Context: an optimization exercise on an open-source flow, tuned for small area. The choices shown serve that exercise and are no tape-out recipe.
The RTL was checked by simulation tests, not by an equivalence proof against the original design.
Power is estimated from default activity; no workload was simulated.

==> flow/design.v <==
package cpu16_pkg;
    localparam int WORD_W    = 16;
    localparam int NUM_REGS  = 8;
    localparam int NUM_LANES = 2;
    localparam int MEM_WORDS = 256;
    localparam int LANE_W    = (NUM_LANES > 1) ? $clog2(NUM_LANES) : 1;
    localparam int REGVAL_W  = NUM_REGS * WORD_W;
    localparam int ISSUE_W   = 16 + 2 * WORD_W + 2;
    localparam int RESULT_W  = 16 + 2 + 2 * WORD_W;
    localparam int RETIRE_W  = 16 + 1 + WORD_W;
    typedef logic [WORD_W-1:0]   word_t;
    typedef logic [15:0]         instr_t;
    typedef logic [2:0]          reg_idx_t;
    typedef logic [7:0]          mem_addr_t;
    typedef logic [LANE_W-1:0]   lane_idx_t;
    typedef logic [REGVAL_W-1:0] regval_t;
    typedef enum logic [3:0] {
        OP_ADD = 4'h0,
        OP_SUB = 4'h1,
        OP_AND = 4'h2,
        OP_OR  = 4'h3,
        OP_XOR = 4'h4,
        OP_SHL = 4'h5,
        OP_LDI = 4'h6,
        OP_LD  = 4'h7,
        OP_NOP = 4'hf
    } opcode_t;
    typedef struct packed {
        instr_t instr;
        word_t  a;
        word_t  b;
        logic   iswb;
        logic   isld;
    } issue_t;
    typedef struct packed {
        instr_t instr;
        logic   iswb;
        logic   isld;
        word_t  aluresult;
        word_t  ldresult;
    } lane_result_t;
    typedef struct packed {
        instr_t instr;
        logic   written;
        word_t  result;
    } retire_t;
    typedef struct packed {
        logic     valid;
        reg_idx_t idx;
        word_t    value;
    } commit_t;
endpackage
`timescale 1ns/100ps
module cpu16_backend
(
    input  logic         clk,
    input  logic         reset,
    input  logic         in_valid,
    output logic         in_ready,
    input  logic [15:0]  in_instr,
    output logic         retire_valid,
    input  logic         retire_ready,
    output logic [32:0]  retire,
    output logic [127:0] regval
);
    logic [15:0] regs [0:7];
    logic [15:0] ins;      
    logic [15:0] acc;      
    logic [1:0]  ph;       
    logic [3:0]  cnt;      
    logic        c;        
    wire [3:0]  op     = ins[15:12];
    wire        nop    = op[3];
    wire [2:0]  rd     = ins[10:8];
    wire        is_sub = (op[2:0] == 3'd1);
    wire        is_log = (op[2:1] == 2'd1) || (op[2:0] == 3'd4);
    wire        is_shl = (op[2:0] == 3'd5);
    wire        is_ldi = (op[2:0] == 3'd6);
    wire        is_ld  = (op[2:0] == 3'd7);
    wire [2:0]  sel  = (ph == 2'd1) ? ins[7:5] : ins[4:2];
    wire [15:0] rv   = regs[sel];
    wire        rbit = rv[cnt];
    wire [3:0]  k    = rv[3:0];
    wire        ibit = ins[cnt[2:0]];
    wire        first = (cnt == 4'd0);
    wire        last  = (cnt == 4'd15);
    wire        kend  = (cnt == ~k);
    wire        bop  = is_ld ? (ibit && cnt < 4'd5) : rbit;
    wire        bx   = bop ^ is_sub;
    wire        ci   = first ? ((ph == 2'd3) ? (acc[7:4] == 4'd0) : is_sub) : c;
    wire        a0   = acc[0];
    logic nb;      
    logic cn;      
    logic fin;     
    always_comb begin
        nb  = 1'b0;
        cn  = ci;
        fin = 1'b0;
        case (ph)
            2'd1: begin
                if (nop)
                    nb = 1'b0;
                else if (is_ldi)
                    nb = ibit && !cnt[3];
                else
                    nb = rbit;
                fin = last && (nop || is_ldi);
            end
            2'd2: begin
                if (is_shl) begin
                    nb = a0 && !ci;
                    cn = ci || kend;
                end else if (is_log) begin
                    nb = (op[2:0] == 3'd2) ? (a0 & bop) :
                         (op[2:0] == 3'd3) ? (a0 | bop) : (a0 ^ bop);
                end else begin
                    nb = a0 ^ bx ^ ci;
                    cn = (a0 & bx) | (a0 & ci) | (bx & ci);
                end
                fin = last && !is_shl && !is_ld;
            end
            default: begin
                if (is_shl) begin
                    nb  = a0;
                    fin = kend;
                end else begin
                    nb  = ci && (cnt[3:2] == 2'd0 ? a0 :
                                 cnt[3:2] == 2'd1 ? acc[12] : (cnt == 4'd12));
                    fin = last;
                end
            end
        endcase
    end
    wire [15:0] accn = {nb, acc[15:1]};
    assign in_ready = (ph == 2'd0) && !retire_valid;
    assign retire   = {ins, !nop, acc};
    always_ff @(posedge clk) begin
        if (reset) begin
            ph           <= 2'd0;
            retire_valid <= 1'b0;
        end else begin
            if (ph == 2'd0) begin
                if (in_valid && in_ready)
                    ph <= 2'd1;
            end else if (fin) begin
                ph <= 2'd0;
            end else if (last) begin
                ph <= ph + 2'd1;
            end
            if (ph != 2'd0 && fin)
                retire_valid <= 1'b1;
            else if (retire_ready)
                retire_valid <= 1'b0;
        end
    end
    always_ff @(posedge clk) begin
        if (in_valid && in_ready)
            ins <= in_instr;
    end
    always_ff @(posedge clk) begin
        if (ph == 2'd0)
            cnt <= 4'd0;
        else
            cnt <= cnt + 4'd1;
        c <= cn;
        if (ph != 2'd0)
            acc <= accn;
    end
    always_ff @(posedge clk) begin
        for (int i = 0; i < 8; i++) begin
            if (reset)
                regs[i] <= 16'h0000;
            else if (ph != 2'd0 && fin && !nop && rd == 3'(i))
                regs[i] <= accn;
        end
    end
    always_comb begin
        for (int i = 0; i < 8; i++)
            regval[i*16 +: 16] = regs[i];
    end
endmodule
==> flow/run.sh <==
#!/bin/bash
# synth_recipe.tcl (not shown) runs the flow's synth.tcl, then flattens the netlist and writes it again
# the make line also repeats each setting of config.mk as NAME=value (left out here)
make -C /OpenROAD-flow-scripts/flow DESIGN_CONFIG=/design/flow/config.mk WORK_HOME=/design/flow/orfs CLKGATE_MAP_FILE= SYNTH_SCRIPT=/design/flow/synth_recipe.tcl finish
==> flow/config.mk <==
export PLATFORM = sky130hd
export DESIGN_NAME = cpu16_backend
export DESIGN_NICKNAME = cpu16_backend
export VERILOG_FILES = /design/flow/design.v
export SDC_FILE = /design/flow/constraint.sdc
export NUM_CORES = 4
export LEC_CHECK = 0
export CAP_MARGIN = 20
export CORE_MARGIN = 2
export CORE_UTILIZATION = 40
export PLACE_DENSITY = 0.6
export SLEW_MARGIN = 20
==> flow/constraint.sdc <==
create_clock -name core_clock -period 5.0 [get_ports {clk}]
set_input_delay 1.0000 -clock core_clock [delete_from_list [all_inputs] [get_ports {clk}]]
set_output_delay 1.0000 -clock core_clock [all_outputs]
set_load 0.01 [all_outputs]
==> summary.md, run 1 <==
| Metric | Value |
|---|---|
| Die area | `0.0216 mm²` |
| Vias in the first global route | `6966` |
| Clock sinks | `168` |
| Die height | `147 µm` |
| Per-cell routed wire length | `22.1 µm` |
| Critical path fanouts, max | `32` |
| Most used cell, CP | `a31oi_1` |
| Syn Inst Count | `853` |
| Slew HR | `44.1%` |
| Total CTS buffers | `17` |
| Root Buffer | `clkbuf_16` |
| Critical path required time | `5.32 ns` |
| Cell with the most instances after synthesis | `mux2i_1` |
| H-tree depth | `4` |
| Area occupied by multi-input gates | `0.00410 mm²` |
| Largest family of logic cells by synthesized area | `multiplexers` |
| Async set-or-reset flop fraction in the synthesized netlist | `0%` |
| Placer Congestion | `0.934` |
| Slowest cell on crit path | `fa_1` |
| IO Pins | `183` |
| Worst Clk Skew | `0.0104 ns` |
| Mapped Area | `0.00819 mm²` |
| Maximum buffer depth of the clock tree | `2` |
| Post-synthesis mux area share | `18.5%` |
| Setup CP Type | `flip-flop to flip-flop` |
| Synth Area in Adders | `1.62%` |
| RSZ-0062 raised after global routing | `no` |
| CP top delay family | `compound AO/OA/AOI/OAI gates` |
| Hold-fix buffers at CTS | `0` |
| Clock slew at reported path FFs | `0.07 ns` |
| Number of vias per cell | `5.57` |
| Area grow syn2layout | `33.5%` |
| Max incr delay on CP | `0.46 ns` |
| Global-route wire length before repair | `43300 µm` |
| Critical-path cell list | `inv_1 -> ha_4 -> mux2i_4 -> buf_12 -> mux2_2 -> a221oi_1 -> a31oi_1 -> o221ai_1 -> a41o_1 -> a31oi_1 -> a31oi_1 -> mux2i_1 -> fa_1 -> nor2b_1 -> a311oi_1 -> a21oi_1 -> o21ai_0 -> nand3_1 -> o211ai_1 -> buf_4 -> o21ai_0` |
| Setup violators final | `0` |
| Commonest cells post-synth | `mux2i_1, nor2_1, dfxtp_1` |
| DIE WIDTH | `147 µm` |
| Most area-consuming cells after synthesis | `dfxtp_1, mux2i_1, edfxtp_1` |
| XOR/XNOR Fraction of Synth Area | `0.535%` |
| Final period util | `91.3%` |
| Final hold slack | `0.495 ns` |
| Global Route met3 Usage | `5.19%` |
| Actual slew at the worst max-slew pin | `0.838 ns` |
| Met1 Use GR | `36.5%` |
| HPWL after DPL | `20700 µm` |
| Syn_area_per_cell | `9.60 µm²` |
| Final Critical Period | `4.57 ns` |
| Placed inst area | `0.0103 mm²` |
| Post-synth net total | `883` |
| Fin. Hold Viols | `0` |
| Crit path capture type | `flip-flop` |
| Startpoint types | `flip-flop` |
| Filler cells | `1880` |
| Synth area leader | `dfxtp_1` |
| Routed vias | `7242` |
| Yosys Warn Count | `2` |
| Post-synth EDFFs | `32` |
| Synth cell types | `72` |
| Busiest grt layer | `met2` |
| Core Area | `0.0202 mm²` |
| Post-synth top area share | `33.2%` |
| Post-CTS Setup Bufs | `0` |
| Antenna violations before repair | `0` |
| Post-route antenna net violation count | `0` |
| Post-synthesis simple-gate area fraction | `16.8%` |
| Input/output buffers | `182` |
| Register area | `0.00368 mm²` |
| Initial Util | `40.6%` |
| Synth Area in Compound Gates | `11.9%` |
| GR Util All Layers | `26.2%` |
| Pwr Density | `295 mW/mm²` |
| Worst Path Buf+Inv | `3` |
| DRT iter0 DRCs | `592` |
| Global route overflow | `0` |
| Final slew viol count | `0` |
| Final Routed Wirelength | `28700 µm` |
| Num rows | `52` |
| IR drop worst, VDD | `0.000197 V` |
| Register area share after synthesis | `45.0%` |
| Max-Cap Viols | `0` |
| Main synth FF type | `dfxtp_1` |
| Final TNS setup | `0 ns` |
| Largest net degree at the start of global routing | `80` |
| Leak | `3.90 nW` |
| DR DRC count | `0` |
| Overall Power | `3.23 mW` |
| Hold Path Class | `flip-flop to flip-flop` |
| Highest Clock Rate | `219 MHz` |
| Seq cells post-synth | `168` |
| Run status | `no timing/DRC/antenna violations` |
| Finished layout cell area | `0.0109 mm²` |
| Share of layout cells above drive strength 1 | `9.90%` |
| Post_cts resized | `0` |
| First drt pass iteration count | `5` |
| CTS tree | `yes` |
| Met2 Use GR | `41.9%` |
| Ant. Diodes | `0` |
| Worst-Skew Late Latency | `0.44 ns` |
| Nets | `1047` |
| Critical path data arrival time | `4.88 ns` |
[through the flow]
stage	util [%]	instances	setup WS [ns]
after detailed placement	51.1	1268	0.135
after CTS	54.2	1300	0.116
final	54.2	1300	0.434
after global placement	51.1	1268	0.217
after floorplan	-	853	0.488
after global routing	54.2	1300	0.0361
[cell families (layout without fill, tap and decap cells)]
| logic type | Yosys count | count (layout) |
|---|---|---|
| AND/OR/NAND/NOR | 287 | 287 |
| AO/OA/AOI/OAI | 143 | 143 |
| multiplexers | 147 | 147 |
| XOR/XNOR | 5 | 5 |
| flip-flops | 168 | 168 |
| buffers and inverters | 93 | 270 |
| adder cells (fa/ha/maj) | 10 | 10 |
[cells in the final DEF (no fill, tap or decap), drive strengths merged, types with 6 or more instances in the layout]
master,n
clkdlybuf4s50,181
mux2i,140
nor2,138
dfxtp,136
nand2,49
buf,40
nand3,37
edfxtp,32
a21oi,31
o21ai,31
inv,23
clkbuf,17
a31oi,15
o221ai,11
nor3,10
o211ai,9
ha,9
clkinv,8
and3,7
nor2b,6
[worst min-delay path, cell delays in order (launching register included)]
cell and delay [ns]:
dfxtp_1 0.33, nand3_1 0.06, o21ai_0 0.06
[power breakdown]
part	leakage (nW)	internal (mW)	switching, mW	total [mW]
clock	0.296	0.717	0.635	1.35
sequential	1.40	1.41	0.0661	1.48
combinational	2.20	0.172	0.226	0.398
total	3.90	2.30	0.928	3.23
[sequential cells by signal (all words and copies together), names as in the netlist]
signal / count
regs: 128
acc: 16
ins: 16
cnt: 4
ph: 2
c: 1
retire_valid: 1
[path summary, 6_finish.rpt]
check,start,end,slack [ns],cells past startpoint
worst max-delay path,ph[1],regs[0][15],0.43,21
worst min register to register,regs[6][15],regs[6][15],0.50,2
worst max register to register,ph[1],regs[0][15],0.43,21
worst min-delay path,regs[6][15],regs[6][15],0.50,2
[per-layer routing]
layer	up-vias	routed length [µm]
li1	3395	-
met1	3534	13100
met2	282	13400
met3	31	1720
met4	0	473
met5	-	0
[cell type report]
type,instances,area share [%]
clock buffers,17,3.89
clock inverters,15,1.65
inverters,17,0.583
multi-input cells,592,37.5
flip-flops and latches,168,33.7
well taps,270,3.09
repair buffers,221,19.7
==> inputs of run 2 (changes only) <==
==> flow/flow/run.sh (new file) <==
#!/bin/bash
# Own layout flow: the standard ORFS flow (standard.sh) with these changes:
#  - synthesis runs flow/synth.tcl, which is synth_recipe.tcl with the final ABC
#    mapping done by the area-oriented script flow/area.abc (no delay target);
#    registers are untouched, so they match the standard synthesis;
#  - every port still gets its own buffer, but a buf_1 rather than the default cell;
#  - clock tree synthesis uses small clock buffers and no dummy loads.
# Each tool's output goes to ORFS's own logs under orfs/logs; make's to flow.log.
set -euo pipefail
W=$PWD
export AREA_ABC_SCRIPT=$W/flow/area.abc
export BUFFER_PORTS_ARGS="-buffer_cell sky130_fd_sc_hd__buf_1"
export CTS_ARGS="-sink_clustering_enable -repair_clock_nets -dont_use_dummy_load -buf_list {sky130_fd_sc_hd__clkbuf_4 sky130_fd_sc_hd__clkbuf_8}"
sed "s|SYNTH_SCRIPT=[^ ]*|SYNTH_SCRIPT=$W/flow/synth.tcl|" standard.sh > own_standard.sh
bash own_standard.sh finish > flow.log 2>&1
==> flow/flow/area.abc (new file) <==
strash
&get -n
&st
&dch -f
&nf -a -R 1000
&put
topo
==> flow/flow/synth.tcl (new file) <==
# The standard flow's synthesis script (synth_recipe.tcl) with one change: the final ABC
# mapping runs an area-oriented script, without a delay target.
proc synth {args} { yosys synth -nofsm -noshare {*}$args }
proc abc {args} {
  set i [lsearch -exact $args -script]
  if {$i >= 0} { set args [lreplace $args [expr {$i + 1}] [expr {$i + 1}] $::env(AREA_ABC_SCRIPT)] }
  set i [lsearch -exact $args -D]
  if {$i >= 0} { set args [lreplace $args $i [expr {$i + 1}]] }
  puts "area abc: $args"
  yosys abc {*}$args
}
source $::env(SCRIPTS_DIR)/synth.tcl
# left out here: clear keep_hierarchy, flatten, clean up, hide names made inside functions, write 1_2_yosys.v
==> flow/standard.sh (new file) <==
#!/bin/bash
# synth_recipe.tcl (not shown) runs the flow's synth.tcl, then flattens the netlist and writes it again
# the make line also repeats each setting of config.mk as NAME=value (left out here)
make -C /OpenROAD-flow-scripts/flow DESIGN_CONFIG=/design/flow/config.mk WORK_HOME=/design/flow/orfs CLKGATE_MAP_FILE= SYNTH_SCRIPT=/design/flow/synth_recipe.tcl "${@:-finish}"
removed: flow/run.sh
==> summary.md, run 2 <==
| Metric | Value |
|---|---|
| Run status | `no timing/DRC/antenna violations (unchanged)` |
| Main synth FF type | `dfxtp_1 (unchanged)` |
| DIE WIDTH | `135 µm (was 147 µm)` |
| Final slew viol count | `0 (unchanged)` |
| Worst-Skew Late Latency | `0.46 ns (was 0.44 ns)` |
| Worst Clk Skew | `0.0410 ns (was 0.0104 ns)` |
| Fin. Hold Viols | `0 (unchanged)` |
| Per-cell routed wire length | `19.5 µm (was 22.1 µm)` |
| CTS tree | `yes (unchanged)` |
| DR DRC count | `0 (unchanged)` |
| Number of vias per cell | `5.59 (was 5.57)` |
| Critical path fanouts, max | `16 (was 32)` |
| Yosys Warn Count | `2 (unchanged)` |
| Post-route antenna net violation count | `0 (unchanged)` |
| Crit path capture type | `flip-flop (unchanged)` |
| Slew HR | `34.1% (was 44.1%)` |
| Register area share after synthesis | `53.7% (was 45.0%)` |
| Worst slack, placed | `0.0609 ns (was 0.135 ns)` |
| Largest register by flop count | `regs (unchanged)` |
| Most area-consuming cells after synthesis | `dfxtp_1, nand2_1, edfxtp_1 (was dfxtp_1, mux2i_1, edfxtp_1)` |
| Maximum buffer depth of the clock tree | `2 (unchanged)` |
| Share of layout cells above drive strength 1 | `8.04% (was 9.90%)` |
| Ant. Diodes | `0 (unchanged)` |
| Clock slew at reported path FFs | `0.07 ns (about the same)` |
| Placer Congestion | `0.931 (was 0.934)` |
| Setup CP Type | `flip-flop to flip-flop (unchanged)` |
| Max reg flops | `128 (unchanged)` |
| IO Pins | `183 (unchanged)` |
| Finished Core Util | `50.8% (was 54.2%)` |
| Actual slew at the worst max-slew pin | `0.989 ns (was 0.838 ns)` |
| Antenna violations before repair | `0 (unchanged)` |
| Post-synth top area share | `39.7% (was 33.2%)` |
| Combinational power share | `11.2% (was 12.3%)` |
| HPWL after DPL | `17100 µm (was 20700 µm)` |
| Nets | `1052 (was 1047)` |
| Synth cell types | `39 (was 72)` |
| IR drop worst, VDD | `0.000182 V (was 0.000197 V)` |
| Input/output buffers | `182 (unchanged)` |
| Worst setup margin | `0.262 ns (was 0.434 ns)` |
| Cell with the most instances after synthesis | `nand2_1 (was mux2i_1)` |
| Final TNS setup | `0 ns (unchanged)` |
| Syn_area_per_cell | `8.79 µm² (was 9.60 µm²)` |
| Highest Clock Rate | `211 MHz (was 219 MHz)` |
| Setup violators final | `0 (unchanged)` |
| Final Critical Period | `4.74 ns (was 4.57 ns)` |
| Startpoint types | `flip-flop (unchanged)` |
| Post-synth EDFFs | `32 (unchanged)` |
| Syn Inst Count | `780 (was 853)` |
| Final Routed Wirelength | `24200 µm (was 28700 µm)` |
| Async set-or-reset flop fraction in the synthesized netlist | `0% (unchanged)` |
| Biggest regs | `regs: 128 flops, acc: 16 flops, ins: 16 flops (unchanged)` |
| Switch Pwr | `0.657 mW (was 0.928 mW)` |
| First drt pass iteration count | `7 (was 5)` |
| Reg2Reg Depth | `25 (was 21)` |
| GR Util All Layers | `26.5% (was 26.2%)` |
| Hold Path Class | `flip-flop to flip-flop (unchanged)` |
| Commonest cells post-synth | `nand2_1, a21oi_1, dfxtp_1 (was mux2i_1, nor2_1, dfxtp_1)` |
| Synth area leader | `dfxtp_1 (unchanged)` |
| Pwr Density | `292 mW/mm² (was 295 mW/mm²)` |
| Post-synth net total | `810 (was 883)` |
| Largest net degree at the start of global routing | `83 (was 80)` |
| Root Buffer | `clkbuf_8 (was clkbuf_16)` |
| Clk pwr share | `29.3% (was 41.9%)` |
| Initial Util | `41.2% (was 40.6%)` |
| DRT iter0 DRCs | `755 (was 592)` |
| Commonest non-fill, non-tap cells in the layout | `nand2_1, buf_1, a21oi_1, dfxtp_1, buf_4 (was clkdlybuf4s50_1, mux2i_1, nor2_1, dfxtp_1, nand2_1)` |
| Total CTS buffers | `17 (unchanged)` |
| Max-Cap Viols | `0 (unchanged)` |
| H-tree depth | `4 (unchanged)` |
| Mapped Area | `0.00686 mm² (was 0.00819 mm²)` |
| Critical path data arrival time | `5.11 ns (was 4.88 ns)` |
| Global route overflow | `0 (unchanged)` |
| Final hold slack | `0.470 ns (was 0.495 ns)` |
| Clock sinks | `168 (unchanged)` |
| Seq cells post-synth | `168 (unchanged)` |
| Int Power | `1.82 mW (was 2.30 mW)` |
| Die height | `135 µm (was 147 µm)` |
| WHS Path Cells | `2 (unchanged)` |
| Routed vias | `6931 (was 7242)` |
| Commonest non-fill, non-tap cell in the layout | `nand2_1 (was clkdlybuf4s50_1)` |
| Vias in the first global route | `6407 (was 6966)` |
| Flop pwr share | `59.5% (was 45.8%)` |
| Area grow syn2layout | `23.4% (was 33.5%)` |
| Critical path required time | `5.37 ns (was 5.32 ns)` |
| Num rows | `47 (was 52)` |
| Internal reg-to-reg setup slack | `0.26 ns (was 0.43 ns)` |
| Final period util | `94.8% (was 91.3%)` |
| Overall Power | `2.47 mW (was 3.23 mW)` |
| Leak | `2.66 nW (was 3.90 nW)` |
| Global-route wire length before repair | `36600 µm (was 43300 µm)` |
| Sw frac | `26.6% (was 28.7%)` |
| Hold-fix buffers at CTS | `0 (unchanged)` |
| RSZ-0062 raised after global routing | `no (unchanged)` |
| Core Area | `0.0166 mm² (was 0.0202 mm²)` |
| Die area | `0.0182 mm² (was 0.0216 mm²)` |
-- run 2: changes by cell type in the layout (fill, tap and decap cells not counted), sizes merged, moves of 16 or more --
cell	previous run	this run
a21oi	31	143
nor2	138	24
nand2	49	268
nand3	37	20
mux2i	140	3
inv	23	1
buf	40	224
a222oi	0	16
a22oi	1	26
clkdlybuf4s50	181	0
-- run 2: power by group through the flow --
stage / sequential [mW] / clock (mW) / combinational, mW
2_1_floorplan: 1.49 / 0 / 0.130
3_3_place_gp: 1.50 / 0 / 0.255
3_5_place_dp: 1.50 / 0 / 0.255
4_1_cts: 1.47 / 0.743 / 0.257
5_1_grt: 1.48 / 0.800 / 0.302
6_report: 1.47 / 0.724 / 0.277
-- run 2: per-stage QoR --
stage               instance area, µm²  instances
floorplan                         6860        780
global placement                  8150       1220
detailed placement                8150       1220
CTS                               8380       1237
global route                      8460       1240
finish                            8460       1240
-- run 2: path summary, 6_finish.rpt --
check                  start          end
setup reg to reg       ph[1]  regs[3][15]
hold / removal    regs[7][2]   regs[7][2]
hold reg to reg   regs[7][2]   regs[7][2]
setup / recovery       ph[1]  regs[3][15]
-- run 2: repair_timing --
item	4_1_cts	5_1_grt
setup endpoints to repair	0	103
buffers inserted	0	2
hold endpoints to repair	0	0
resized for setup	0	21
-- run 2: cell type report --
type	instances	area, µm²
flip-flops and latches	168	3690
well taps	220	275
inverters	9	33.8
fillers	1631	8180
repair buffers	225	1040
multi-input cells	601	3190
clock buffers	17	234
-- run 2: routing by layer --
| metal | GRT usage, % | up-vias | part of all wire, % |
|---|---|---|---|
| li1 | - | 3271 | - |
| met2 | 41.7 | 356 | 46 |
| met5 | 0 | - | 0 |
| met1 | 35.1 | 3263 | 41 |
| met3 | 6.72 | 41 | 9.0 |
| met4 | 10.1 | 0 | 3.3 |
-- run 2: critical path, cell delays in order (launching register included) --
cell,delay (ns)
dfxtp_2,0.33
inv_2,0.08
ha_4,0.17
mux2_4,0.34
nand2_1,0.09
nor2_1,0.04
buf_4,0.19
a222oi_1,0.54
nand3_1,0.18
a31o_1,0.25
a21oi_1,0.13
o21ai_1,0.08
a21oi_1,0.18
a21oi_1,0.06
nor2_1,0.16
a21oi_2,0.08
a21oi_2,0.20
xor2_1,0.10
fa_1,0.47
o21ai_0,0.08
a21oi_1,0.12
o21ai_1,0.08
a32oi_2,0.30
buf_2,0.21
nand2_1,0.05
a21oi_1,0.13
-- run 2: cell families (layout without fill, tap and decap cells) --
kind of cell / Yosys count / after routing / synth area share [%]
and+or+nand+nor: 349 / 349 / 20.8
DFF: 168 / 168 / 53.7
xor gates and xnor gates: 7 / 7 / 0.894
adders and majority gates: 10 / 10 / 1.93
muxes: 12 / 12 / 2.74
buffers and inverters: 11 / 251 / 0.712
AOI/OAI and AO/OA: 223 / 223 / 19.2
==> inputs of run 3 (changes only) <==
--- a/flow/flow/run.sh
+++ b/flow/flow/run.sh
@@ -10,6 +10,6 @@
 W=$PWD
 export AREA_ABC_SCRIPT=$W/flow/area.abc
 export BUFFER_PORTS_ARGS="-buffer_cell sky130_fd_sc_hd__buf_1"
-export CTS_ARGS="-sink_clustering_enable -repair_clock_nets -dont_use_dummy_load -buf_list {sky130_fd_sc_hd__clkbuf_4 sky130_fd_sc_hd__clkbuf_8}"
+export CTS_ARGS="-sink_clustering_enable -repair_clock_nets -dont_use_dummy_load -sink_clustering_size 40 -sink_clustering_max_diameter 120 -buf_list {sky130_fd_sc_hd__clkbuf_4 sky130_fd_sc_hd__clkbuf_8}"
 sed "s|SYNTH_SCRIPT=[^ ]*|SYNTH_SCRIPT=$W/flow/synth.tcl|" standard.sh > own_standard.sh
 bash own_standard.sh finish > flow.log 2>&1
--- a/flow/config.mk
+++ b/flow/config.mk
@@ -8,5 +8,6 @@
 export CAP_MARGIN = 20
 export CORE_MARGIN = 2
 export CORE_UTILIZATION = 40
+export GPL_TIMING_DRIVEN = 0
 export PLACE_DENSITY = 0.6
 export SLEW_MARGIN = 20
==> summary.md, run 3 <==
| Metric | Value |
|---|---|
| Worst-Skew Late Latency | `0.46 ns (about the same)` |
| DIE WIDTH | `135 µm (unchanged)` |
| Syn_area_per_cell | `8.79 µm² (unchanged)` |
| Maximum buffer depth of the clock tree | `2 (unchanged)` |
| Cell with the most instances after synthesis | `nand2_1 (unchanged)` |
| IR drop worst, VDD | `0.000172 V (was 0.000182 V)` |
| Async set-or-reset flop fraction in the synthesized netlist | `0% (unchanged)` |
| Commonest cells post-synth | `nand2_1, a21oi_1, dfxtp_1 (unchanged)` |
| Root Buffer | `clkbuf_8 (unchanged)` |
| Most area-consuming cells after synthesis | `dfxtp_1, nand2_1, edfxtp_1 (unchanged)` |
| DR DRC count | `0 (unchanged)` |
| Area grow syn2layout | `28.6% (was 23.4%)` |
| Busiest grt layer | `met2 (unchanged)` |
| Syn Inst Count | `780 (unchanged)` |
| Worst setup margin | `0.0620 ns (was 0.262 ns)` |
| Worst Clk Skew | `0.0335 ns (was 0.0410 ns)` |
| Hold-fix buffers at CTS | `0 (unchanged)` |
| Yosys Warn Count | `2 (unchanged)` |
| Pwr Density | `293 mW/mm² (was 292 mW/mm²)` |
| Routed vias | `7087 (was 6931)` |
| Main synth FF type | `dfxtp_1 (unchanged)` |
| Slew HR | `46.0% (was 34.1%)` |
| Max reg flops | `128 (unchanged)` |
| CTS tree | `yes (unchanged)` |
| Largest register by flop count | `regs (unchanged)` |
| Mapped Area | `0.00686 mm² (unchanged)` |
| Num rows | `47 (unchanged)` |
| Commonest non-fill, non-tap cells in the layout | `nand2_1, buf_1, a21oi_1, dfxtp_1, edfxtp_1 (was nand2_1, buf_1, a21oi_1, dfxtp_1, buf_4)` |
| Initial Util | `41.2% (unchanged)` |
| Critical hold path startpoint | `regs[7][12] (was regs[7][2])` |
| HPWL after DPL | `16700 µm (was 17100 µm)` |
| Synth area leader | `dfxtp_1 (unchanged)` |
| Max-Cap Viols | `0 (unchanged)` |
| Clock slew at reported path FFs | `0.09 ns (was 0.07 ns)` |
| Startpoint types | `flip-flop (unchanged)` |
| Die area | `0.0182 mm² (unchanged)` |
| Met1 Use GR | `35.5% (was 35.1%)` |
| RSZ-0062 raised after global routing | `yes (was no)` |
| Register area | `0.00369 mm² (about the same)` |
| Placer Congestion | `0.864 (was 0.931)` |
| Critical path fanouts, max | `6 (was 16)` |
| Final period util | `98.8% (was 94.8%)` |
| Nets | `1058 (was 1052)` |
| Global route overflow | `0 (unchanged)` |
| Post-route antenna net violation count | `0 (unchanged)` |
| Per-cell routed wire length | `20.2 µm (was 19.5 µm)` |
| Total CTS buffers | `17 (unchanged)` |
| Filler cells | `1616 (was 1631)` |
| First drt pass iteration count | `5 (was 7)` |
| Area occupied by multi-input gates | `0.00340 mm² (was 0.00319 mm²)` |
| Largest net degree at the start of global routing | `36 (was 83)` |
| Clock sinks | `168 (unchanged)` |
| Antenna violations before repair | `0 (unchanged)` |
| Leak | `2.77 nW (was 2.66 nW)` |
| Final TNS setup | `0 ns (unchanged)` |
| Critical path data arrival time | `5.33 ns (was 5.11 ns)` |
| Met2 Use GR | `44.4% (was 41.7%)` |
| Highest Clock Rate | `203 MHz (was 211 MHz)` |
| GR Util All Layers | `26.9% (was 26.5%)` |
| Post-synth top area share | `39.7% (unchanged)` |
| H-tree depth | `4 (unchanged)` |
| Setup violators final | `0 (unchanged)` |
| Final Routed Wirelength | `25200 µm (was 24200 µm)` |
| Post-synth net total | `810 (unchanged)` |
| Global Route met3 Usage | `6.46% (was 6.72%)` |
| Worst slack, placed | `-1.61 ns (was 0.0609 ns)` |
| Crit path capture type | `flip-flop (unchanged)` |
| Die height | `135 µm (unchanged)` |
| Input/output buffers | `182 (unchanged)` |
| Synth cell types | `39 (unchanged)` |
| Final Critical Period | `4.94 ns (was 4.74 ns)` |
| Worst setup startpoint | `ph[1] (unchanged)` |
| Fin. Hold Viols | `0 (unchanged)` |
| Global-route wire length before repair | `37300 µm (was 36600 µm)` |
| Number of vias per cell | `5.69 (was 5.59)` |
| Post-synth EDFFs | `32 (unchanged)` |
| Hold Path Class | `flip-flop to flip-flop (unchanged)` |
| Share of layout cells above drive strength 1 | `11.3% (was 8.04%)` |
| IO Pins | `183 (unchanged)` |
| Run status | `no timing/DRC/antenna violations (unchanged)` |
| Register area share after synthesis | `53.7% (unchanged)` |
| DRT iter0 DRCs | `575 (was 755)` |
| Commonest non-fill, non-tap cell in the layout | `nand2_1 (unchanged)` |
| Final slew viol count | `0 (unchanged)` |
| Seq cells post-synth | `168 (unchanged)` |
| Actual slew at the worst max-slew pin | `0.811 ns (was 0.989 ns)` |
| Critical path required time | `5.40 ns (was 5.37 ns)` |
| Biggest regs | `regs: 128 flops, acc: 16 flops, ins: 16 flops (unchanged)` |
| Core Area | `0.0166 mm² (unchanged)` |
| RR Startpoint | `ph[1] (unchanged)` |
| Setup CP Type | `flip-flop to flip-flop (unchanged)` |
| Ant. Diodes | `0 (unchanged)` |
| Vias in the first global route | `6406 (was 6407)` |
## run 3: changes by cell type in the layout (fill, tap and decap cells not counted), sizes merged
cell / change
buf: +3
nor2: +3
## run 3: logic make-up (layout without fill, tap and decap cells)
| group | Yosys count | in the layout | synth area share (%) |
|---|---|---|---|
| xor gates and xnor gates | 7 | 7 | 0.894 |
| and+or+nand+nor | 349 | 352 | 20.8 |
| adders and majority gates | 10 | 10 | 1.93 |
| muxes | 12 | 12 | 2.74 |
| AOI/OAI and AO/OA | 223 | 223 | 19.2 |
| buffers and inverters | 11 | 254 | 0.712 |
| DFF | 168 | 168 | 53.7 |
## run 3: cell type report
class | instances | share of cell area (%)
flip-flops and latches | 168 | 41.8
multi-input cells | 604 | 38.6
repair buffers | 226 | 13.3
well taps | 220 | 3.12
clock buffers | 17 | 2.65
inverters | 9 | 0.383
plain buffers | 2 | 0.170
## run 3: worst paths after layout
path | to | slack (ns) | cells past startpoint
setup / recovery | regs[3][15] | 0.06 | 24
hold reg to reg | regs[7][12] | 0.47 | 2
setup reg to reg | regs[3][15] | 0.06 | 24
hold / removal | regs[7][12] | 0.47 | 2
## run 3: worst max-delay path, cell delays in order (launching register included)
cell and delay (ns):
dfxtp_2 0.33, inv_2 0.08, ha_4 0.18, mux2_4 0.38, nand2b_4 0.12, nor2_4 0.06
buf_4 0.15, a222oi_1 0.56, nand3_1 0.17, mux4_2 0.51, o22ai_1 0.17, a21oi_1 0.09
nor2_1 0.15, a21oi_2 0.07, a21oi_2 0.20, xor2_1 0.10, fa_1 0.48, o21ai_1 0.06
a21oi_1 0.13, o21ai_1 0.11, a32oi_2 0.30, buf_4 0.20, clkbuf_16 0.13, nand2_1 0.05
a21oi_1 0.13
## run 3: power breakdown
part	switching, mW	total (mW)	internal, mW
clock network	0.446	0.746	0.301
logic	0.207	0.353	0.146
registers	0.0690	1.48	1.41
## run 3: per-stage QoR
step / util, % / cell area [µm²] / hold WS [ns] / instances / power, mW
finish: 53.0 / 8820 / 0.473 / 1246 / 2.58
global route: 53.0 / 8820 / 0.497 / 1246 / 2.67
CTS: 51.0 / 8500 / 0.467 / 1220 / 2.52
detailed placement: 48.2 / 8020 / 0.459 / 1192 / 1.76
global placement: 47.0 / 7820 / 0.454 / 1182 / 1.74
floorplan: - / 6860 / 0.479 / 780 / 1.62
## run 3: per-layer routing
layer / part of all wire, % / vias up
li1: - / 3290
met1: 40 / 3458
met2: 49 / 321
met3: 8.7 / 18
met4: 1.8 / 0
met5: 0 / -
## run 3: what timing repair did
action / 4_1_cts / 5_1_grt
endpoints found under the setup margin: 131 / 129
setup buffers: 9 / 23
pin swaps: 11 / 17
cloned: 2 / 3
resized for setup: 37 / 28
==> inputs of run 4 (changes only) <==
--- a/flow/design.v
+++ b/flow/design.v
@@ -63,7 +63,7 @@
     output logic [32:0]  retire,
     output logic [127:0] regval
 );
-    logic [15:0] regs [0:7];
+    logic [127:0] rf;      
     logic [15:0] ins;      
     logic [15:0] acc;      
     logic [1:0]  ph;       
@@ -78,7 +78,19 @@
     wire        is_ldi = (op[2:0] == 3'd6);
     wire        is_ld  = (op[2:0] == 3'd7);
     wire [2:0]  sel  = (ph == 2'd1) ? ins[7:5] : ins[4:2];
-    wire [15:0] rv   = regs[sel];
+    logic [15:0] rv;
+    always_comb begin
+        case (sel)
+            3'd0: rv = rf[15:0];
+            3'd1: rv = rf[31:16];
+            3'd2: rv = rf[47:32];
+            3'd3: rv = rf[63:48];
+            3'd4: rv = rf[79:64];
+            3'd5: rv = rf[95:80];
+            3'd6: rv = rf[111:96];
+            default: rv = rf[127:112];
+        endcase
+    end
     wire        rbit = rv[cnt];
     wire [3:0]  k    = rv[3:0];
     wire        ibit = ins[cnt[2:0]];
@@ -166,16 +178,13 @@
         if (ph != 2'd0)
             acc <= accn;
     end
+    wire        wr = ph != 2'd0 && fin && !nop;
+    wire [15:0] wd = accn & {16{!reset}};
     always_ff @(posedge clk) begin
         for (int i = 0; i < 8; i++) begin
-            if (reset)
-                regs[i] <= 16'h0000;
-            else if (ph != 2'd0 && fin && !nop && rd == 3'(i))
-                regs[i] <= accn;
+            if (reset || (wr && rd == 3'(i)))
+                rf[i*16 +: 16] <= wd;
         end
     end
-    always_comb begin
-        for (int i = 0; i < 8; i++)
-            regval[i*16 +: 16] = regs[i];
-    end
+    assign regval = rf;
 endmodule
--- a/flow/flow/run.sh
+++ b/flow/flow/run.sh
@@ -10,6 +10,6 @@
 W=$PWD
 export AREA_ABC_SCRIPT=$W/flow/area.abc
 export BUFFER_PORTS_ARGS="-buffer_cell sky130_fd_sc_hd__buf_1"
-export CTS_ARGS="-sink_clustering_enable -repair_clock_nets -dont_use_dummy_load -sink_clustering_size 40 -sink_clustering_max_diameter 120 -buf_list {sky130_fd_sc_hd__clkbuf_4 sky130_fd_sc_hd__clkbuf_8}"
+export CTS_ARGS="-sink_clustering_enable -repair_clock_nets -dont_use_dummy_load -sink_clustering_size 40 -sink_clustering_max_diameter 120 -buf_list {sky130_fd_sc_hd__clkbuf_8}"
 sed "s|SYNTH_SCRIPT=[^ ]*|SYNTH_SCRIPT=$W/flow/synth.tcl|" standard.sh > own_standard.sh
 bash own_standard.sh finish > flow.log 2>&1
--- a/flow/config.mk
+++ b/flow/config.mk
@@ -5,9 +5,8 @@
 export SDC_FILE = /design/flow/constraint.sdc
 export NUM_CORES = 4
 export LEC_CHECK = 0
-export CAP_MARGIN = 20
+export CAP_MARGIN = 0
 export CORE_MARGIN = 2
 export CORE_UTILIZATION = 40
-export GPL_TIMING_DRIVEN = 0
 export PLACE_DENSITY = 0.6
-export SLEW_MARGIN = 20
+export SLEW_MARGIN = 0
==> summary.md, run 4 <==
| Metric | Value |
|---|---|
| First drt pass iteration count | `6 (was 5)` |
| WHS Path Cells | `0 (was 2)` |
| Cell with the most instances after synthesis | `edfxtp_1 (was nand2_1)` |
| IO Pins | `183 (unchanged)` |
| Die area | `0.0175 mm² (was 0.0182 mm²)` |
| Final period util | `92.2% (was 98.8%)` |
| Die height | `132 µm (was 135 µm)` |
| Max reg flops | `128 (unchanged)` |
| Run status | `no timing/DRC/antenna violations (unchanged)` |
| Vias in the first global route | `4919 (was 6406)` |
| Filler cells | `1454 (was 1616)` |
| Final TNS setup | `0 ns (unchanged)` |
| Finished Core Util | `50.5% (was 53.0%)` |
| DIE WIDTH | `132 µm (was 135 µm)` |
| Clock slew at reported path FFs | `0.10 ns (was 0.09 ns)` |
| Crit path capture type | `flip-flop (unchanged)` |
| Final Critical Period | `4.61 ns (was 4.94 ns)` |
| IR drop worst, VDD | `0.000176 V (was 0.000172 V)` |
| Largest net degree at the start of global routing | `28 (was 36)` |
| Placed inst area | `0.00776 mm² (was 0.00802 mm²)` |
| HPWL after DPL | `13700 µm (was 16700 µm)` |
| Main synth FF type | `edfxtp_1 (was dfxtp_1)` |
| Reg2Reg Depth | `22 (was 24)` |
| CP top delay family | `compound AO/OA/AOI/OAI gates (unchanged)` |
| Biggest regs | `rf: 128 flops, acc: 16 flops, ins: 16 flops (was regs: 128 flops, acc: 16 flops, ins: 16 flops)` |
| Worst-Skew Late Latency | `0.46 ns (about the same)` |
| Post-synth net total | `433 (was 810)` |
| Startpoint types | `flip-flop (unchanged)` |
| Synth area leader | `edfxtp_1 (was dfxtp_1)` |
| Global route overflow | `0 (unchanged)` |
| Setup violators final | `0 (unchanged)` |
| Fin. Hold Viols | `0 (unchanged)` |
| Global-route wire length before repair | `29200 µm (was 37300 µm)` |
| Synth cell types | `35 (was 39)` |
| Placer Congestion | `0.897 (was 0.864)` |
| CTS tree | `yes (unchanged)` |
| Critical path data arrival time | `4.87 ns (was 5.33 ns)` |
| Critical-path cell list | `inv_2 -> ha_4 -> mux2i_2 -> buf_4 -> nand2b_1 -> nor2_1 -> buf_6 -> buf_4 -> a222oi_1 -> nand4_1 -> o21ai_0 -> mux4_2 -> a22o_1 -> a21oi_2 -> a21oi_2 -> xor2_1 -> fa_1 -> o21ai_0 -> a21oi_1 -> nand2_1 -> a31oi_2 -> nor2b_4 (was inv_2 -> ha_4 -> mux2_4 -> nand2b_4 -> nor2_4 -> buf_4 -> a222oi_1 -> nand3_1 -> mux4_2 -> o22ai_1 -> a21oi_1 -> nor2_1 -> a21oi_2 -> a21oi_2 -> xor2_1 -> fa_1 -> o21ai_1 -> a21oi_1 -> o21ai_1 -> a32oi_2 -> buf_4 -> clkbuf_16 -> nand2_1 -> a21oi_1)` |
| Initial Util | `41.2% (about the same)` |
| Actual slew at the worst max-slew pin | `0.706 ns (was 0.811 ns)` |
| Critical path required time | `5.27 ns (was 5.40 ns)` |
| Routed vias | `4860 (was 7087)` |
| Worst Clk Skew | `0.0376 ns (was 0.0335 ns)` |
| Critical path fanouts, max | `11 (was 6)` |
| Syn Inst Count | `403 (was 780)` |
| RSZ-0062 raised after global routing | `no (was yes)` |
| Finished layout cell area | `0.00807 mm² (was 0.00882 mm²)` |
| Share of layout cells above drive strength 1 | `9.98% (was 11.3%)` |
| Mapped Area | `0.00660 mm² (was 0.00686 mm²)` |
| Yosys Warn Count | `1 (was 2)` |
| H-tree depth | `4 (unchanged)` |
| Post-route antenna net violation count | `0 (unchanged)` |
| Slowest cell on crit path | `fa_1 (was a222oi_1)` |
| Num rows | `46 (was 47)` |
| Clock sinks | `168 (unchanged)` |
| Async set-or-reset flop fraction in the synthesized netlist | `0% (unchanged)` |
| DR DRC count | `0 (unchanged)` |
| Max incr delay on CP | `0.52 ns (was 0.56 ns)` |
| Leak | `2.70 nW (was 2.77 nW)` |
| Most area-consuming cells after synthesis | `edfxtp_1, a222oi_1, dfxtp_1 (was dfxtp_1, nand2_1, edfxtp_1)` |
| DRT iter0 DRCs | `558 (was 575)` |
| Max-Cap Viols | `0 (unchanged)` |
| Core Area | `0.0160 mm² (was 0.0166 mm²)` |
| Final slew viol count | `0 (unchanged)` |
| Hold-fix buffers at CTS | `0 (unchanged)` |
| Total CTS buffers | `17 (unchanged)` |
| Worst Path Buf+Inv | `4 (unchanged)` |
| Seq cells post-synth | `168 (unchanged)` |
| Setup CP Type | `flip-flop to flip-flop (unchanged)` |
| Post-synth EDFFs | `160 (was 32)` |
| Commonest non-fill, non-tap cell in the layout | `buf_1 (was nand2_1)` |
| Per-cell routed wire length | `23.2 µm (was 20.2 µm)` |
| Area grow syn2layout | `22.4% (was 28.6%)` |
| Number of vias per cell | `5.74 (was 5.69)` |
| Highest Clock Rate | `217 MHz (was 203 MHz)` |
| Maximum buffer depth of the clock tree | `2 (unchanged)` |
| Ant. Diodes | `0 (unchanged)` |
| Final hold slack | `0.478 ns (was 0.473 ns)` |
| Input/output buffers | `182 (unchanged)` |
| Register area share after synthesis | `75.3% (was 53.7%)` |
| Worst path depth | `22 (was 24)` |
| Largest register by flop count | `rf (was regs)` |
| Post-synth top area share | `72.8% (was 39.7%)` |
| Pwr Density | `374 mW/mm² (was 293 mW/mm²)` |
| Hold Path Class | `flip-flop to flip-flop (unchanged)` |
| GR Util All Layers | `22.4% (was 26.9%)` |
| Final Routed Wirelength | `19700 µm (was 25200 µm)` |
| Slew HR | `52.5% (was 46.0%)` |
| Nets | `663 (was 1058)` |
| Syn_area_per_cell | `16.4 µm² (was 8.79 µm²)` |
| Commonest cells post-synth | `edfxtp_1, o21ai_0, a22oi_1, nor2_1, nor2b_1 (was nand2_1, a21oi_1, dfxtp_1)` |
| Antenna violations before repair | `0 (unchanged)` |
| Commonest non-fill, non-tap cells in the layout | `buf_1, edfxtp_1, buf_4, o21ai_0, a22oi_1 (was nand2_1, buf_1, a21oi_1, dfxtp_1, edfxtp_1)` |
| Root Buffer | `clkbuf_8 (unchanged)` |
==> run 4: cell types whose count changed in the layout (fill, tap and decap cells not counted), sizes merged, moves of 8 or more <==
cell	before	now
a21oi	143	10
o21ai	17	25
nand2	268	14
dfxtp	136	8
nor2b	5	19
nand3	20	5
buf	227	213
a41o	0	8
edfxtp	32	160
==> run 4: layer usage <==
| metal | GRT usage (%) | vias up | wire (µm) |
|---|---|---|---|
| met1 | 29.6 | 2443 | 8100 |
| met5 | 0 | - | 0 |
| met4 | 8.54 | 0 | 374 |
| li1 | - | 2104 | - |
| met3 | 5.17 | 31 | 1420 |
| met2 | 36.4 | 282 | 9810 |
==> run 4: area by class of cell <==
cell class / count / area, µm² / area share (%)
clock buffers: 17 / 234 / 2.90
inverters: 16 / 60.1 / 0.744
multi-input cells: 217 / 1620 / 20.0
flip-flops and latches: 168 / 4960 / 61.5
well taps: 216 / 270 / 3.35
repair buffers: 213 / 927 / 11.5
==> run 4: logic make-up (layout without fill, tap and decap cells) <==
family / after synthesis / count (layout) / synth area share [%]
DFF: 168 / 168 / 75.3
AOI/OAI and AO/OA: 105 / 105 / 11.8
and+or+nand+nor: 85 / 85 / 6.58
buffers and inverters: 18 / 246 / 1.14
adders and majority gates: 10 / 10 / 2.01
muxes: 10 / 10 / 2.30
xor gates and xnor gates: 7 / 7 / 0.929
==> run 4: power breakdown <==
group	switching [mW]	total, mW	internal (mW)
logic	0.340	0.541	0.201
registers	0.0896	1.77	1.68
clock network	0.411	0.711	0.300
total	0.841	3.02	2.18
==> run 4: timing repair <==
item | in CTS | in global routing
buffers inserted | 0 | 1
endpoints found under the setup margin | 8 | 9
pin swaps | 0 | 1
gates resized for setup | 3 | 13
==> run 4: worst paths after layout <==
check              start  endpoint  slack, ns
setup / recovery   ph[1]    rf[47]       0.39
hold / removal    acc[8]    acc[7]       0.48
setup reg to reg   ph[1]    rf[47]       0.39
hold reg to reg   acc[8]    acc[7]       0.48
==> run 4: per-stage QoR <==
step / setup slack, ns / total power [mW] / cells
after floorplan: 0.0689 / 2.07 / 403
after global placement: 0.0866 / 2.31 / 829
after detailed placement: -0.170 / 2.32 / 829
after CTS: 0.0121 / 3.02 / 846
after global routing: 0.0869 / 3.14 / 847
final: 0.391 / 3.02 / 847
==> inputs of run 5 (changes only) <==
--- a/flow/config.mk
+++ b/flow/config.mk
@@ -8,5 +8,6 @@
 export CAP_MARGIN = 0
 export CORE_MARGIN = 2
 export CORE_UTILIZATION = 40
+export GPL_TIMING_DRIVEN = 0
 export PLACE_DENSITY = 0.6
 export SLEW_MARGIN = 0
==> summary.md, run 5 <==
| Metric | Value |
|---|---|
| Num rows | `46 (unchanged)` |
| Post-route antenna net violation count | `0 (unchanged)` |
| Commonest non-fill, non-tap cell in the layout | `buf_1 (unchanged)` |
| DRT iter0 DRCs | `449 (was 558)` |
| Clock sinks | `168 (unchanged)` |
| Most area-consuming cells after synthesis | `edfxtp_1, a222oi_1, dfxtp_1 (unchanged)` |
| Syn_area_per_cell | `16.4 µm² (unchanged)` |
| Worst-Skew Late Latency | `0.46 ns (about the same)` |
| Nets | `662 (was 663)` |
| H-tree depth | `4 (unchanged)` |
| Int Power | `2.21 mW (was 2.18 mW)` |
| HPWL after DPL | `13300 µm (was 13700 µm)` |
| Ant. Diodes | `0 (unchanged)` |
| Final Critical Period | `4.77 ns (was 4.61 ns)` |
| Final slew viol count | `0 (unchanged)` |
| Slew HR | `34.1% (was 52.5%)` |
| Cell with the most instances after synthesis | `edfxtp_1 (unchanged)` |
| Share of layout cells above drive strength 1 | `11.7% (was 9.98%)` |
| Max-Cap Viols | `0 (unchanged)` |
| Biggest regs | `rf: 128 flops, acc: 16 flops, ins: 16 flops (unchanged)` |
| Routed vias | `4819 (was 4860)` |
| Met1 Wirelength | `7970 µm (was 8100 µm)` |
| Antenna violations before repair | `0 (unchanged)` |
| Leak | `2.73 nW (was 2.70 nW)` |
| Vias in the first global route | `4698 (was 4919)` |
| Setup CP Type | `flip-flop to flip-flop (unchanged)` |
| Hold Path Class | `flip-flop to flip-flop (unchanged)` |
| Largest net degree at the start of global routing | `33 (was 28)` |
| Critical hold path startpoint | `acc[15] (was acc[8])` |
| Critical path data arrival time | `5.02 ns (was 4.87 ns)` |
| Worst setup margin | `0.233 ns (was 0.391 ns)` |
| Crit path capture type | `flip-flop (unchanged)` |
| Post-synth top area share | `72.8% (unchanged)` |
| DIE WIDTH | `132 µm (unchanged)` |
| Pwr Density | `373 mW/mm² (was 374 mW/mm²)` |
| Detail Route met2 WL | `9880 µm (was 9810 µm)` |
| Initial Util | `41.2% (unchanged)` |
| Root Buffer | `clkbuf_8 (unchanged)` |
| Final period util | `95.3% (was 92.2%)` |
| Worst slack, placed | `-1.10 ns (was -0.170 ns)` |
| Worst setup startpoint | `ph[0] (was ph[1])` |
| Total CTS buffers | `17 (unchanged)` |
| Yosys Warn Count | `1 (unchanged)` |
| DR DRC count | `0 (unchanged)` |
| Critical path fanouts, max | `10 (was 11)` |
| Die area | `0.0175 mm² (unchanged)` |
| IO Pins | `183 (unchanged)` |
| Combinational power share | `19.2% (was 17.9%)` |
| Critical-path cell list | `ha_4 -> mux2i_4 -> nand2_1 -> nor2_4 -> buf_4 -> buf_8 -> a22oi_1 -> nand4_1 -> o21ai_0 -> mux4_2 -> a22o_1 -> a21oi_2 -> a21oi_2 -> xor2_1 -> fa_1 -> o21ai_0 -> a21oi_1 -> nand2_1 -> a31oi_2 -> nor2b_4 (was inv_2 -> ha_4 -> mux2i_2 -> buf_4 -> nand2b_1 -> nor2_1 -> buf_6 -> buf_4 -> a222oi_1 -> nand4_1 -> o21ai_0 -> mux4_2 -> a22o_1 -> a21oi_2 -> a21oi_2 -> xor2_1 -> fa_1 -> o21ai_0 -> a21oi_1 -> nand2_1 -> a31oi_2 -> nor2b_4)` |
| Commonest non-fill, non-tap cells in the layout | `buf_1, edfxtp_1, o21ai_0, a22oi_1, buf_4 (was buf_1, edfxtp_1, buf_4, o21ai_0, a22oi_1)` |
| Mapped Area | `0.00660 mm² (unchanged)` |
| Number of vias per cell | `5.70 (was 5.74)` |
| Die height | `132 µm (unchanged)` |
| GR Util All Layers | `22.2% (was 22.4%)` |
| Largest register by flop count | `rf (unchanged)` |
| Clock slew at reported path FFs | `0.07 ns (was 0.10 ns)` |
| Global route overflow | `0 (unchanged)` |
| Per-cell routed wire length | `23.1 µm (was 23.2 µm)` |
| Startpoint types | `flip-flop (unchanged)` |
| Synth cell types | `35 (unchanged)` |
| Core Area | `0.0160 mm² (unchanged)` |
| Global-route wire length before repair | `28300 µm (was 29200 µm)` |
| Switch Pwr | `0.861 mW (was 0.841 mW)` |
| Flop pwr share | `57.6% (was 58.6%)` |
| Seq cells post-synth | `168 (unchanged)` |
| Input/output buffers | `182 (unchanged)` |
| Syn Inst Count | `403 (unchanged)` |
| Register area share after synthesis | `75.3% (unchanged)` |
| CTS tree | `yes (unchanged)` |
| Synth area leader | `edfxtp_1 (unchanged)` |
| Maximum buffer depth of the clock tree | `2 (unchanged)` |
| Highest metal used | `met4 (unchanged)` |
| Async set-or-reset flop fraction in the synthesized netlist | `0% (unchanged)` |
| Final TNS setup | `0 ns (unchanged)` |
| Clk pwr share | `23.2% (was 23.5%)` |
| Highest Clock Rate | `210 MHz (was 217 MHz)` |
| Metal3 WL | `1400 µm (was 1420 µm)` |
| Fin. Hold Viols | `0 (unchanged)` |
| Commonest cells post-synth | `edfxtp_1, o21ai_0, a22oi_1, nor2_1, nor2b_1 (unchanged)` |
| Max incr delay on CP | `0.52 ns (about the same)` |
| Worst Clk Skew | `0.0404 ns (was 0.0376 ns)` |
| Hold-fix buffers at CTS | `0 (unchanged)` |
| Slowest cell on crit path | `mux4_2 (was fa_1)` |
| Actual slew at the worst max-slew pin | `0.988 ns (was 0.706 ns)` |
| Main synth FF type | `edfxtp_1 (unchanged)` |
| Post-synth EDFFs | `160 (unchanged)` |
| Setup violators final | `0 (unchanged)` |
| First drt pass iteration count | `5 (was 6)` |
| Sw frac | `28.0% (was 27.8%)` |
| Placer Congestion | `0.793 (was 0.897)` |
| RR Startpoint | `ph[0] (was ph[1])` |
| Area grow syn2layout | `24.8% (was 22.4%)` |
| Max reg flops | `128 (unchanged)` |
| Critical path required time | `5.25 ns (was 5.27 ns)` |
| IR drop worst, VDD | `0.000170 V (was 0.000176 V)` |
| Post-synth net total | `433 (unchanged)` |
| Final Routed Wirelength | `19600 µm (was 19700 µm)` |
| Run status | `no timing/DRC/antenna violations (unchanged)` |
-- run 5: cell counts after synthesis --
No cell type changed its count.
-- run 5: final cells by class --
type	count	area, µm²
Timing Repair Buffer	210	985
Multi-Input combinational cell	217	1700
Fill cell	1412	7770
Buffer	2	15.0
Tap cell	216	270
Sequential cell	168	4960
Clock buffer	17	234
Inverter	16	60.1
-- run 5: through the flow --
stage	util, %	power, mW	hold WS [ns]	cells	cell area (µm²)
final	51.4	3.07	0.479	846	8230
after global routing	51.4	3.19	0.503	846	8230
after CTS	50.8	3.05	0.483	837	8130
after detailed placement	47.9	2.31	0.466	807	7670
after global placement	47.2	2.28	0.457	801	7550
after floorplan	-	2.07	0.500	403	6600
-- run 5: critical path: cells and delay by family (launching register included) --
family          cells  cell delay, ns
simple gates        5            0.86
flops               1            0.42
fa+ha+maj           2            0.78
mux                 2            0.82
buf+inv             2            0.31
compound gates      8            1.21
xor+xnor            1            0.19
-- run 5: metal layers --
| metal | vias to the layer above | GRT usage, % |
|---|---|---|
| met5 | - | 0 |
| met4 | 0 | 7.89 |
| met3 | 25 | 5.17 |
| met2 | 224 | 37.5 |
| met1 | 2461 | 28.0 |
| li1 | 2109 | - |
-- run 5: cells by family after synthesis --
logic type	Yosys count	synth area share, %
buffers and inverters	18	1.14
xor gates and xnor gates	7	0.929
AOI/OAI and AO/OA	105	11.8
DFF	168	75.3
adders and majority gates	10	2.01
muxes	10	2.30
and+or+nand+nor	85	6.58
-- run 5: timing repair --
action | in CTS | in global routing
setup buffers | 13 | 9
pin swaps | 4 | 5
resized for setup | 20 | 11
setup endpoints to repair | 138 | 137
-- run 5: final timing paths --
| path | endpoint | slack, ns | cells after the start |
|---|---|---|---|
| max | rf[79] | 0.23 | 20 |
| max reg2reg | rf[79] | 0.23 | 20 |
| min reg2reg | acc[14] | 0.48 | 0 |
| min | acc[14] | 0.48 | 0 |
-- run 5: power groups by stage --
stage | clock [mW] | combinational (mW) | sequential (mW)
global route | 0.774 | 0.634 | 1.78
detailed placement | 0 | 0.514 | 1.80
global placement | 0 | 0.485 | 1.79
CTS | 0.723 | 0.561 | 1.77
finish | 0.713 | 0.589 | 1.77
floorplan | 0 | 0.249 | 1.82
==> inputs of run 6 (changes only) <==
--- a/flow/flow/run.sh
+++ b/flow/flow/run.sh
@@ -10,6 +10,7 @@
 W=$PWD
 export AREA_ABC_SCRIPT=$W/flow/area.abc
 export BUFFER_PORTS_ARGS="-buffer_cell sky130_fd_sc_hd__buf_1"
+export GPL_KEEP_OVERFLOW=0
 export CTS_ARGS="-sink_clustering_enable -repair_clock_nets -dont_use_dummy_load -sink_clustering_size 40 -sink_clustering_max_diameter 120 -buf_list {sky130_fd_sc_hd__clkbuf_8}"
 sed "s|SYNTH_SCRIPT=[^ ]*|SYNTH_SCRIPT=$W/flow/synth.tcl|" standard.sh > own_standard.sh
 bash own_standard.sh finish > flow.log 2>&1
--- a/flow/config.mk
+++ b/flow/config.mk
@@ -5,9 +5,8 @@
 export SDC_FILE = /design/flow/constraint.sdc
 export NUM_CORES = 4
 export LEC_CHECK = 0
-export CAP_MARGIN = 0
+export CAP_MARGIN = 20
 export CORE_MARGIN = 2
 export CORE_UTILIZATION = 40
-export GPL_TIMING_DRIVEN = 0
 export PLACE_DENSITY = 0.6
-export SLEW_MARGIN = 0
+export SLEW_MARGIN = 20
==> summary.md, run 6 <==
| Metric | Value |
|---|---|
| CP top delay family | `compound AO/OA/AOI/OAI gates (unchanged)` |
| Final slew viol count | `0 (unchanged)` |
| Register area share after synthesis | `75.3% (unchanged)` |
| Worst Path Buf+Inv | `3 (was 2)` |
| Async set-or-reset flop fraction in the synthesized netlist | `0% (unchanged)` |
| Number of vias per cell | `5.67 (was 5.70)` |
| Int Power | `2.19 mW (was 2.21 mW)` |
| Root Buffer | `clkbuf_8 (unchanged)` |
| Clk pwr share | `23.4% (was 23.2%)` |
| Syn_area_per_cell | `16.4 µm² (unchanged)` |
| Synth cell types | `35 (unchanged)` |
| Critical-path cell list | `clkinv_1 -> ha_4 -> mux2i_4 -> nand2b_2 -> nor2_4 -> buf_4 -> buf_4 -> a222oi_1 -> nand4_1 -> o21ai_0 -> xnor2_1 -> nand4_1 -> nor2_1 -> o31ai_1 -> nand2b_1 -> nor2_1 -> a41o_1 (was ha_4 -> mux2i_4 -> nand2_1 -> nor2_4 -> buf_4 -> buf_8 -> a22oi_1 -> nand4_1 -> o21ai_0 -> mux4_2 -> a22o_1 -> a21oi_2 -> a21oi_2 -> xor2_1 -> fa_1 -> o21ai_0 -> a21oi_1 -> nand2_1 -> a31oi_2 -> nor2b_4)` |
| DR DRC count | `0 (unchanged)` |
| Critical path data arrival time | `4.82 ns (was 5.02 ns)` |
| Startpoint types | `flip-flop (unchanged)` |
| Leak | `2.64 nW (was 2.73 nW)` |
| Worst slack, placed | `-0.624 ns (was -1.10 ns)` |
| Filler cells | `1418 (was 1412)` |
| Global-route wire length before repair | `27900 µm (was 28300 µm)` |
| Clock slew at reported path FFs | `0.08 ns (was 0.07 ns)` |
| Global route overflow | `0 (unchanged)` |
| Final Critical Period | `4.76 ns (was 4.77 ns)` |
| Max-Cap Viols | `0 (unchanged)` |
| CTS tree | `yes (unchanged)` |
| Clock sinks | `168 (unchanged)` |
| Input/output buffers | `182 (unchanged)` |
| Area grow syn2layout | `22.5% (was 24.8%)` |
| HPWL after DPL | `13300 µm (about the same)` |
| Routed vias | `4717 (was 4819)` |
| Main synth FF type | `edfxtp_1 (unchanged)` |
| Nets | `648 (was 662)` |
| Hold Path Class | `flip-flop to flip-flop (unchanged)` |
| Worst setup margin | `0.236 ns (was 0.233 ns)` |
| Flop pwr share | `58.7% (was 57.6%)` |
| RSZ-0062 raised after global routing | `yes` |
| Setup violators final | `0 (unchanged)` |
| Post-synth EDFFs | `160 (unchanged)` |
| Core Area | `0.0160 mm² (unchanged)` |
| Actual slew at the worst max-slew pin | `0.927 ns (was 0.988 ns)` |
| Highest Clock Rate | `210 MHz (about the same)` |
| Vias in the first global route | `4589 (was 4698)` |
| Final period util | `95.3% (about the same)` |
| Final TNS setup | `0 ns (unchanged)` |
| IO Pins | `183 (unchanged)` |
| Fin. Hold Viols | `0 (unchanged)` |
| Critical path fanouts, max | `16 (was 10)` |
| Worst-Skew Late Latency | `0.45 ns (was 0.46 ns)` |
| Syn Inst Count | `403 (unchanged)` |
| Max incr delay on CP | `0.86 ns (was 0.52 ns)` |
| Commonest cells post-synth | `edfxtp_1, o21ai_0, a22oi_1, nor2_1, nor2b_1 (unchanged)` |
| IR drop worst, VDD | `0.000169 V (was 0.000170 V)` |
| Combinational power share | `17.9% (was 19.2%)` |
| Seq cells post-synth | `168 (unchanged)` |
| Pwr Density | `375 mW/mm² (was 373 mW/mm²)` |
| Setup CP Type | `flip-flop to flip-flop (unchanged)` |
| Cell with the most instances after synthesis | `edfxtp_1 (unchanged)` |
| Initial Util | `41.2% (unchanged)` |
| Placer Congestion | `0.818 (was 0.793)` |
| Num rows | `46 (unchanged)` |
| DIE WIDTH | `132 µm (unchanged)` |
| Commonest non-fill, non-tap cells in the layout | `buf_1, edfxtp_1, o21ai_0, a22oi_1 (was buf_1, edfxtp_1, o21ai_0, a22oi_1, buf_4)` |
| Crit path capture type | `flip-flop (unchanged)` |
| Worst Clk Skew | `0.0289 ns (was 0.0404 ns)` |
| Run status | `no timing/DRC/antenna violations (unchanged)` |
| Biggest regs | `rf: 128 flops, acc: 16 flops, ins: 16 flops (unchanged)` |
| Post-synth net total | `433 (unchanged)` |
| Synth area leader | `edfxtp_1 (unchanged)` |
| Per-cell routed wire length | `23.3 µm (was 23.1 µm)` |
| Slowest cell on crit path | `a41o_1 (was mux4_2)` |
| Maximum buffer depth of the clock tree | `2 (unchanged)` |
| Sw frac | `27.9% (was 28.0%)` |
| GR Util All Layers | `21.7% (was 22.2%)` |
| Switch Pwr | `0.846 mW (was 0.861 mW)` |
| Antenna violations before repair | `0 (unchanged)` |
| Final Routed Wirelength | `19400 µm (was 19600 µm)` |
| Die height | `132 µm (unchanged)` |
| Final hold slack | `0.476 ns (was 0.479 ns)` |
| Ant. Diodes | `0 (unchanged)` |
| Commonest non-fill, non-tap cell in the layout | `buf_1 (unchanged)` |
| Total CTS buffers | `17 (unchanged)` |
| Post-route antenna net violation count | `0 (unchanged)` |
| Largest register by flop count | `rf (unchanged)` |
| DRT iter0 DRCs | `599 (was 449)` |
| Die area | `0.0175 mm² (unchanged)` |
| Share of layout cells above drive strength 1 | `10.2% (was 11.7%)` |
| Largest net degree at the start of global routing | `33 (unchanged)` |
| Post-synth top area share | `72.8% (unchanged)` |
| Yosys Warn Count | `1 (unchanged)` |
| Slew HR | `38.2% (was 34.1%)` |
| Critical path required time | `5.06 ns (was 5.25 ns)` |
| Hold-fix buffers at CTS | `0 (unchanged)` |
| Max reg flops | `128 (unchanged)` |
| Most area-consuming cells after synthesis | `edfxtp_1, a222oi_1, dfxtp_1 (unchanged)` |
| Mapped Area | `0.00660 mm² (unchanged)` |
| First drt pass iteration count | `8 (was 5)` |
| Overall Power | `3.03 mW (was 3.07 mW)` |
| H-tree depth | `4 (unchanged)` |
[run 6: cell count changes in the layout (fill, tap and decap cells not counted), moves of 2 or more]
cell,previous run,this run
buf_4,21,10
a41o_1,4,2
a41o_2,4,6
buf_8,4,2
[run 6: final cells by class]
cell class	count	area, µm²	area share (%)
Sequential cell	168	4970	61.5
Multi-Input combinational cell	217	1690	20.9
Timing Repair Buffer	198	861	10.7
Tap cell	216	270	3.34
Clock buffer	17	234	2.90
Inverter	16	60.1	0.743
[run 6: cell families after synthesis]
kind of cell	after synthesis	share of synthesized area, %
AOI/OAI and AO/OA	105	11.8
xor gates and xnor gates	7	0.929
adders and majority gates	10	2.01
buffers and inverters	18	1.14
DFF	168	75.3
muxes	10	2.30
and+or+nand+nor	85	6.58
[run 6: timing repair]
item	CTS	global route
endpoints found under the setup margin	137	137
setup buffers	10	2
pin swaps	5	1
gates resized for setup	14	16
[run 6: path summary, 6_finish.rpt]
kind	startpoint	to	slack, ns	cells after the start
worst max-delay path	ph[1]	rf[31]	0.24	17
worst min register to register	acc[8]	acc[7]	0.48	0
worst max register to register	ph[1]	rf[31]	0.24	17
worst min-delay path	acc[8]	acc[7]	0.48	0
[run 6: through the flow]
| stage | util, % | cells | area, µm² |
|---|---|---|---|
| floorplan | - | 403 | 6600 |
| global placement | 47.1 | 799 | 7530 |
| detailed placement | 47.5 | 803 | 7600 |
| CTS | 50.1 | 830 | 8010 |
| global route | 50.5 | 832 | 8080 |
| finish | 50.5 | 832 | 8080 |
[run 6: power groups by stage]
stage          combinational [mW]  clock, mW  sequential, mW
5_1_grt                     0.591      0.769            1.79
3_3_place_gp                0.468          0            1.80
6_report                    0.544      0.709            1.78
2_1_floorplan               0.249          0            1.82
4_1_cts                     0.528      0.719            1.78
3_5_place_dp                0.492          0            1.81
[run 6: metal layers]
metal	global-route usage (%)	routed length, µm
met3	3.83	1330
met2	36.1	9650
met5	0	0
met4	7.29	316
met1	29.1	8070

==> static timing again, ports no longer ideal <==
No port has a modelled driver above. Below, the same layouts with a new extraction and two added sets of constraints.
Step 1 assumes that a clkbuf_16 drives the clock port and a buf_2 every other input.
Step 2 times the ports against the registers' clock, not the clock port: input delays grow and output delays shrink by t, the midpoint of the rising clock arrivals with the driver on.
Three values: ideal, step 1, step 2; two values: the first two.
| run | t, ns | slack for setup (ns) | hold WS [ns] | latest minus earliest clock arrival (ns) | worst slew at a driven data input, ns |
|---|---|---|---|---|---|
| run 1 | 0.474 | 0.434 / 0.434 / 0.434 | 0.495 / 0.495 / 0.495 | 0.012 / 0.011 | 0.04 |
| run 2 | 0.485 | 0.262 / 0.262 / 0.262 | 0.470 / 0.470 / 0.470 | 0.041 / 0.041 | 0.04 |
| run 3 | 0.485 | 0.062 / 0.062 / 0.062 | 0.473 / 0.473 / 0.473 | 0.034 / 0.033 | 0.04 |
| run 4 | 0.480 | 0.391 / 0.391 / 0.391 | 0.478 / 0.478 / 0.478 | 0.038 / 0.038 | 0.04 |
| run 5 | 0.477 | 0.233 / 0.233 / 0.233 | 0.479 / 0.479 / 0.479 | 0.041 / 0.041 | 0.04 |
| run 6 | 0.473 | 0.236 / 0.236 / 0.236 | 0.476 / 0.476 / 0.476 | 0.029 / 0.029 | 0.04 |
After both steps every run listed still meets setup and hold.
